This design comes from an exercise in tuning for small area, a short achievable clock period and few clock cycles per item on the open sky130 flow, not from production work. The RTL was checked by simulation tests, not by an equivalence proof against the original design. Power figures rest on the tool's default switching activity, not on a simulated workload.

// radix_integer_text_parser
module radix_integer_text_parser #(
  parameter int ACC_WIDTH    = rtip_pkg::ACC_WIDTH_DEF,
  parameter int OFFSET_WIDTH = rtip_pkg::OFFSET_WIDTH_DEF,
  parameter int OUT_W        = ((ACC_WIDTH + OFFSET_WIDTH + 7) / 8) * 8
) (
  input  logic                               clk,
  input  logic                               rst,
  input  logic                               cfg_valid,
  output logic                               cfg_ready,
  input  logic [rtip_pkg::CFG_INDEX_W-1:0]   cfg_index,
  input  logic [rtip_pkg::CFG_DATA_W-1:0]    cfg_data,
  input  logic                               s_axis_tvalid,
  output logic                               s_axis_tready,
  input  logic [rtip_pkg::CHAR_W-1:0]        s_axis_tdata,
  input  logic                               s_axis_tlast,
  output logic                               m_axis_tvalid,
  input  logic                               m_axis_tready,
  output logic [OUT_W-1:0]                   m_axis_tdata
);
clock: 9.0 ns
lec_check: 0
abc_clock_period_in_ps: 4000
cap_margin: 20
core_margin: 2
core_utilization: 40
setup_slack_margin: 4
slew_margin: 20
run.sh (not shown) runs the stock make flow with config.mk's settings and CLKGATE_MAP_FILE= SYNTH_SCRIPT=/design/flow/synth_recipe.tcl, a recipe that flattens the netlist after the stock synthesis.
The starting point ran to the end with no violations.
Testbench counts at the start, summed over its fixed seeds: cycles 28,162, chars 28,066.
Rerun with:
Settings changed: ABC_CLOCK_PERIOD_IN_PS 4000 to not set, SETUP_SLACK_MARGIN 4 to not set.
Clock power barely changes.
Count of clock-buffer cells in the layout does not change.
Die area stays the same.
Routed wire length fell by 4.4%.
Register-to-register slack degrades by 1.4 ns.
Rerun with:
Settings changed: ABC_CLOCK_PERIOD_IN_PS set to 3000, SETUP_SLACK_MARGIN set to 5.
Result: Global-route usage climbs by 2.4 points. Synthesized area is unchanged. Sequential share of layout area drops by 2.1 points. Total power climbs by 5.6%. Die area is unchanged. Wire length climbs by 11%. Worst setup slack improves by 1.5 ns. Flip-flop and latch count does not change. Core utilization climbs by 4.9 points. Final area climbs by 10%. Via count climbs by 3.6%.

========
Another version of the RTL of radix_integer_text_parser (not shown whole).
For scale: ~1,200 cells after synthesis, about 110 I/O pins, ~9400 um2 of cells after synthesis.
==> flow/config.mk <==
export PLATFORM = sky130hd
export DESIGN_NAME = radix_integer_text_parser
export DESIGN_NICKNAME = radix_integer_text_parser
export VERILOG_FILES = /design/flow/design.v
export SDC_FILE = /design/flow/constraint.sdc
export NUM_CORES = 4
export LEC_CHECK = 0
export CAP_MARGIN = 20
export CORE_MARGIN = 2
export CORE_UTILIZATION = 55
export CTS_BUF_LIST = sky130_fd_sc_hd__clkbuf_8
export GPL_TIMING_DRIVEN = 0
export PLACE_DENSITY = 0.75
export SETUP_SLACK_MARGIN = 5
export SLEW_MARGIN = 20
==> flow/constraint.sdc <==
create_clock -name core_clock -period 9.0 [get_ports {clk}]
set_input_delay 1.8000 -clock core_clock [delete_from_list [all_inputs] [get_ports {clk}]]
set_output_delay 1.8000 -clock core_clock [all_outputs]
set_load 0.01 [all_outputs]
standard.sh (not shown) runs the stock make flow with config.mk's settings and CLKGATE_MAP_FILE= SYNTH_SCRIPT=/design/flow/synth_recipe.tcl, a recipe that flattens the netlist after the stock synthesis.
==> flow/flow/run.sh <==
#!/bin/bash
set -euo pipefail
bash standard.sh \
  "BUFFER_PORTS_ARGS=-buffer_cell sky130_fd_sc_hd__buf_1" \
  finish > make.log 2>&1
Testbench counts at the start, summed over its fixed seeds: cycles 28,666, chars 28,066.
Then changed:
==> flow/flow/run.sh (replaced) <==
#!/bin/bash
# The standard layout, with the smallest buffer on the ports and a tighter setup repair
# target. Each make step keeps its own log under orfs/logs; make's output goes to make.log.
set -euo pipefail
bash standard.sh \
  "BUFFER_PORTS_ARGS=-buffer_cell sky130_fd_sc_hd__buf_1" \
  SETUP_SLACK_MARGIN=5.5 \
  finish > make.log 2>&1
--- a/flow/config.mk
+++ b/flow/config.mk
@@ -8,8 +8,5 @@
 export CAP_MARGIN = 20
 export CORE_MARGIN = 2
-export CORE_UTILIZATION = 55
-export CTS_BUF_LIST = sky130_fd_sc_hd__clkbuf_8
-export GPL_TIMING_DRIVEN = 0
-export PLACE_DENSITY = 0.75
+export CORE_UTILIZATION = 40
 export SETUP_SLACK_MARGIN = 5
 export SLEW_MARGIN = 20
After rerunning: The new run completed with no timing, DRC or antenna violations. Sequential power rose by about 0.8%. Clock skew hardly moves. Global-route usage fell by 6.5 points. Count of clock-buffer cells in the layout is unchanged.

==> port drivers added, routing unchanged <==
No port has a modelled driver above. Below, the same layouts with a new extraction and two added sets of constraints.
Step 1 (the two cells are an assumption about what drives the block):
set clk [get_ports {clk}]
set_driving_cell -lib_cell sky130_fd_sc_hd__clkbuf_16 $clk
set_driving_cell -lib_cell sky130_fd_sc_hd__buf_2 [delete_from_list [all_inputs] $clk]
Step 2 times the ports against the registers' clock, not the clock port: input delays grow and output delays shrink by t, the midpoint of the rising clock arrivals with the driver on.
a / b / c = ideal / step 1 / step 2; a / b = the first two.
run | t (ns) | setup WS [ns] | worst setup path after step 2
the first run of note 1 | 0.479 | 2.935 / 2.935 / 2.935 | register to register
the second run of note 1 | 0.480 | 1.580 / 1.580 / 1.580 | register to register
the third run of note 1 | 0.478 | 3.061 / 3.061 / 3.061 | register to register
the first run of note 2 | 0.499 | 5.113 / 5.113 / 4.750 | input to register
the second run of note 2 | 0.459 | 5.332 / 5.332 / 5.229 | input to register
After both steps setup and hold are still met in every run listed. The setup slack of the first run of note 2, which loses most, moves by 0.000 ns with the drivers and by -0.363 ns with both steps.
